Context: an optimization exercise on an open-source flow, tuned for small area. The choices shown serve that exercise and are no tape-out recipe.
Only simulation tests tie the RTL to the original design; equivalence was not proved.
Power figures rest on the tool's default switching activity, not on a simulated workload.

build 45:
==> module pi_loop_top, before the edit <==
module pi_loop_top (
  input  logic                 clk,
  input  logic                 rst_n,
  input  logic                 arm,
  input  logic signed [17:0]   cfg_setpt,    
  input  logic signed [47:0]   cfg_alpha,    
  input  logic signed [47:0]   cfg_p,        
  input  logic [15:0]          cfg_delay,    
  output logic                 adc_sck,
  output logic                 adc_conv,
  input  logic                 adc_in,
  output logic                 dac_sck,
  output logic                 dac_ss,
  output logic                 dac_out,
  output logic signed [18:0]   status_err_cur,
  output logic signed [67:0]   status_adj
);
  localparam logic [1:0] s_idle = 2'd0, s_dly = 2'd1, s_run = 2'd2, s_dac = 2'd3;
  logic [1:0]  st;
  logic        cap, clr;           
  logic [15:0] n;                  
  wire idle = (st == s_idle);
  wire dly  = (st == s_dly);
  wire run  = (st == s_run);       
  wire dacp = (st == s_dac);       
  wire [6:0] n7 = n[6:0];
  wire [7:0] n8 = n[7:0];
  wire tdone   = dly && !cap && (&n[15:1]);  
  wire run_end = run && (n7 == 7'd96);
  wire dac_end = dacp && (n8 == 8'd192);
  always_ff @(posedge clk) begin
    if (!rst_n) begin
      st  <= s_idle;
      cap <= 1'b0;
      clr <= 1'b0;
    end else begin
      cap <= idle && arm;
      clr <= idle && !arm;
      case (st)
        s_idle:  if (arm) st <= s_dly;
        s_dly:   if (tdone) st <= s_run;
        s_run:   if (run_end) st <= s_dac;
        default: if (dac_end) st <= s_idle;
      endcase
    end
  end
  always_ff @(posedge clk) begin
    if (cap) n <= ~{cfg_delay[15:1], cfg_delay[0] | ~|cfg_delay};  
    else if (run_end) n <= '0;
    else n <= n + 1'b1;
  end
  logic signed [47:0] alpha_q, p_q;
  logic [18:0]        ws;          
  logic               tbit;        
  logic signed [18:0] err_q;
  logic signed [67:0] adj_q;
  logic               epz;         
  always_ff @(posedge clk) begin
    if (cap) begin
      alpha_q <= cfg_alpha;
      p_q     <= cfg_p;
    end
  end
  wire       samp  = run && (n7[1:0] == 2'd3) && (n7 <= 7'd71);
  wire [4:0] kb    = n7[6:2];      
  wire       t_new = ws[18];
  wire       nz    = adc_in ^ t_new;
  wire       dneg  = nz && ((kb == 5'd0) ? adc_in : t_new);
  logic [18:0] ws_next;
  always_comb begin
    logic bw;
    bw = dneg;
    ws_next[0] = nz;
    for (int b = 0; b < 18; b++) begin
      ws_next[b+1] = ws[b] ^ bw;
      bw = bw && !ws[b];
    end
  end
  always_ff @(posedge clk) begin
    if (cap) ws <= {cfg_setpt, 1'b1};
    else if (samp) ws <= ws_next;
    if (samp) tbit <= t_new;
  end
  always_ff @(posedge clk) begin
    if (run && n7 == 7'd75) err_q <= {~ws[18], ws[17:0]};
  end
  assign adc_conv = run && (n7 <= 7'd1);
  assign adc_sck  = run && !n7[1] && (n7 >= 7'd4) && (n7 <= 7'd73);
  logic [67:0] qr;                 
  logic        msb, c1, c2;        
  wire       act   = run && (n7 <= 7'd75);
  wire [1:0] j     = n7[1:0];
  wire [4:0] i     = n7[6:2];      
  wire       first = (i == 5'd0);
  logic ep_b, a_b;
  always_comb begin
    ep_b = 1'b0; a_b = 1'b0;
    for (int k = 0; k <= 18; k++) begin
      if (i == k[4:0]) begin
        if (k >= 1) a_b = adj_q[18-k];
        ep_b = err_q[18-k];
      end
    end
  end
  wire aen  = !first && ws[0];      
  wire aneg = tbit ^ (i == 5'd1);
  wire pen  = ep_b && !epz;
  wire pneg = !first;
  wire [67:0] alpha_x = {{20{alpha_q[47]}}, alpha_q};
  wire [67:0] p_x     = {{20{p_q[47]}}, p_q};
  wire [67:0] ash_x   = {18'd0, adj_q[67:18]};
  logic [16:0] ach, pch, shch;
  always_comb begin
    case (j)
      2'd0: begin ach = alpha_x[16:0];  pch = p_x[16:0];  shch = ash_x[16:0];  end
      2'd1: begin ach = alpha_x[33:17]; pch = p_x[33:17]; shch = ash_x[33:17]; end
      2'd2: begin ach = alpha_x[50:34]; pch = p_x[50:34]; shch = ash_x[50:34]; end
      default: begin ach = alpha_x[67:51]; pch = p_x[67:51]; shch = ash_x[67:51]; end
    endcase
  end
  wire [16:0] u = first ? shch : {qr[15:0], (j == 2'd0) ? a_b : msb};
  wire [16:0] v = aen ? (ach ^ {17{aneg}}) : 17'd0;
  wire [16:0] w = pen ? (pch ^ {17{pneg}}) : 17'd0;
  wire [16:0] cs = u ^ v ^ w;
  wire [16:0] cc = (u & v) | (u & w) | (v & w);
  wire        k1 = (j == 2'd0) ? (aen & aneg) : c1;
  wire        k2 = (j == 2'd0) ? (pen & pneg) : c2;
  wire [17:0] r  = {1'b0, cs} + {1'b0, cc[15:0], k1} + {17'd0, k2};
  always_ff @(posedge clk) begin
    msb <= qr[16];
    c1  <= cc[16];
    c2  <= r[17];
    qr  <= {act ? r[16:0] : qr[16:0], qr[67:17]};
  end
  wire a_ld   = rst_n && run && (n7 == 7'd95);
  wire a_hold = rst_n && !clr && !(run && (n7 == 7'd95));
  wire [67:0] qperm = {qr[16:0], qr[67:51], qr[50:34], qr[33:17]};
  always_ff @(posedge clk) begin
    adj_q <= (qperm & {68{a_ld}}) | (adj_q & {68{a_hold}});
    if (!rst_n || clr) epz <= 1'b1;
    else if (a_ld) epz <= 1'b0;
  end
  wire [36:0] rt   = adj_q[67:31];
  wire        fits = (&rt[36:19]) || !(|rt[36:19]);
  wire [19:0] dac_val = fits ? rt[19:0] : (rt[36] ? 20'h80000 : 20'h7ffff);
  wire [23:0] frame = {4'b0010, dac_val};
  logic [31:0] frame_msb;          
  always_comb begin
    frame_msb = '0;
    for (int k = 0; k < 24; k++) frame_msb[k] = frame[23-k];
  end
  assign dac_out = frame_msb[n8[7:3]];
  assign dac_ss  = !(dacp && (n8 < 8'd192));
  assign dac_sck = dacp && (n8 < 8'd192) && n8[2];
  assign status_err_cur = err_q;
  assign status_adj     = adj_q;
endmodule
clock: 7.0 ns
lec_check: 0
cap_margin: 0
core_margin: 2
core_utilization: 55
slew_margin: 0
standard.sh (not shown) runs the stock make flow with config.mk's settings and CLKGATE_MAP_FILE= SYNTH_SCRIPT=/design/flow/synth_recipe.tcl, a recipe that flattens the netlist after the stock synthesis.
==> flow/flow/run.sh <==
#!/bin/bash
# Standard ORFS layout (the standard.sh, standard synthesis), with two changes:
# the port buffers use the smallest buffer cell, and clock tree synthesis inserts no
# dummy loads. Each make run writes its full output to a log file here.
set -euo pipefail
export BUFFER_PORTS_ARGS="-buffer_cell sky130_fd_sc_hd__buf_1"
export CTS_ARGS="-sink_clustering_enable -repair_clock_nets -dont_use_dummy_load -buf_list sky130_fd_sc_hd__clkbuf_8 -sink_clustering_size 16 -sink_clustering_max_diameter 60"
bash standard.sh > flow_standard.log 2>&1
Relative to build 45, the following input files were edited for trial 41:
diff --git a/flow/design.v b/flow/design.v
--- a/flow/design.v
+++ b/flow/design.v
@@ -172,18 +172,19 @@
     if (!rst_n || clr) epz <= 1'b1;
     else if (a_ld) epz <= 1'b0;
   end
   wire [36:0] rt   = adj_q[67:31];
   wire        fits = (&rt[36:19]) || !(|rt[36:19]);
-  wire [19:0] dac_val = fits ? rt[19:0] : (rt[36] ? 20'h80000 : 20'h7ffff);
-  wire [23:0] frame = {4'b0010, dac_val};
-  logic [31:0] frame_msb;          
+  wire [4:0]  fb   = n8[7:3];      
+  logic [31:0] word_msb;           
   always_comb begin
-    frame_msb = '0;
-    for (int k = 0; k < 24; k++) frame_msb[k] = frame[23-k];
+    word_msb = '0;
+    for (int k = 4; k < 24; k++) word_msb[k] = rt[23-k];
   end
-  assign dac_out = frame_msb[n8[7:3]];
+  wire code_bit = (fb == 5'd2);    
+  wire sat_bit  = rt[36] ^ (fb != 5'd4);  
+  assign dac_out = (fb < 5'd4) ? code_bit : (fits ? word_msb[fb] : sat_bit);
   assign dac_ss  = !(dacp && (n8 < 8'd192));
   assign dac_sck = dacp && (n8 < 8'd192) && n8[2];
   assign status_err_cur = err_q;
   assign status_adj     = adj_q;
 endmodule
[summary]
- Trial 41 ran to completion and came out clean on the timing, DRC and antenna checks.
- Final standard cell utilization of the core, build 45 and trial 41, lower one = build 45.
- Mux cell area share after synthesis was lower in build 45 than in trial 41.
- The lower post-synthesis compound-gate area fraction came out of build 45.
- Via count of the first global-routing pass (trial 41 over build 45): increase, 259
- Between build 45 and trial 41, met2 routed wirelength is higher for trial 41, build 45 comes in under that.
- Delta(area growth from synthesis to final layout, trial 41 - build 45) > 0
- Re pin count of the biggest net entering global routing: trial 41 is 35% up on build 45.
- Trial 41 vs. build 45: worst hold slack barely changed; cell-internal power climbed about 1.7%.

afterwards: timing with drivers on the ports:
In the flow no input, the clock included, has a driving cell. The finished layouts below were timed again as built, in two steps.
Step 1, drivers: a clkbuf_16 drives clk and a buf_2 each remaining input, both assumed.
Step 2 times the ports against the registers' clock, not the clock port: input delays grow and output delays shrink by t, the midpoint of the rising clock arrivals with the driver on.
Three values: no drivers, after step 1, after step 2; two values: the first two.
| run | t, ns | setup slack, ns | worst hold slack (ns) | latest minus earliest clock arrival (ns) | slew at the worst register clock pin (ns) |
|---|---|---|---|---|---|
| build 45 | 0.581 | 1.520 / 1.520 / 1.520 | 0.316 / 0.316 / 0.316 | 0.064 / 0.064 | 0.10 / 0.10 |
| trial 41 | 0.605 | 1.321 / 1.321 / 1.321 | 0.315 / 0.315 / 0.315 | 0.080 / 0.080 | 0.10 / 0.10 |
After both steps setup and hold are still met in every run listed.
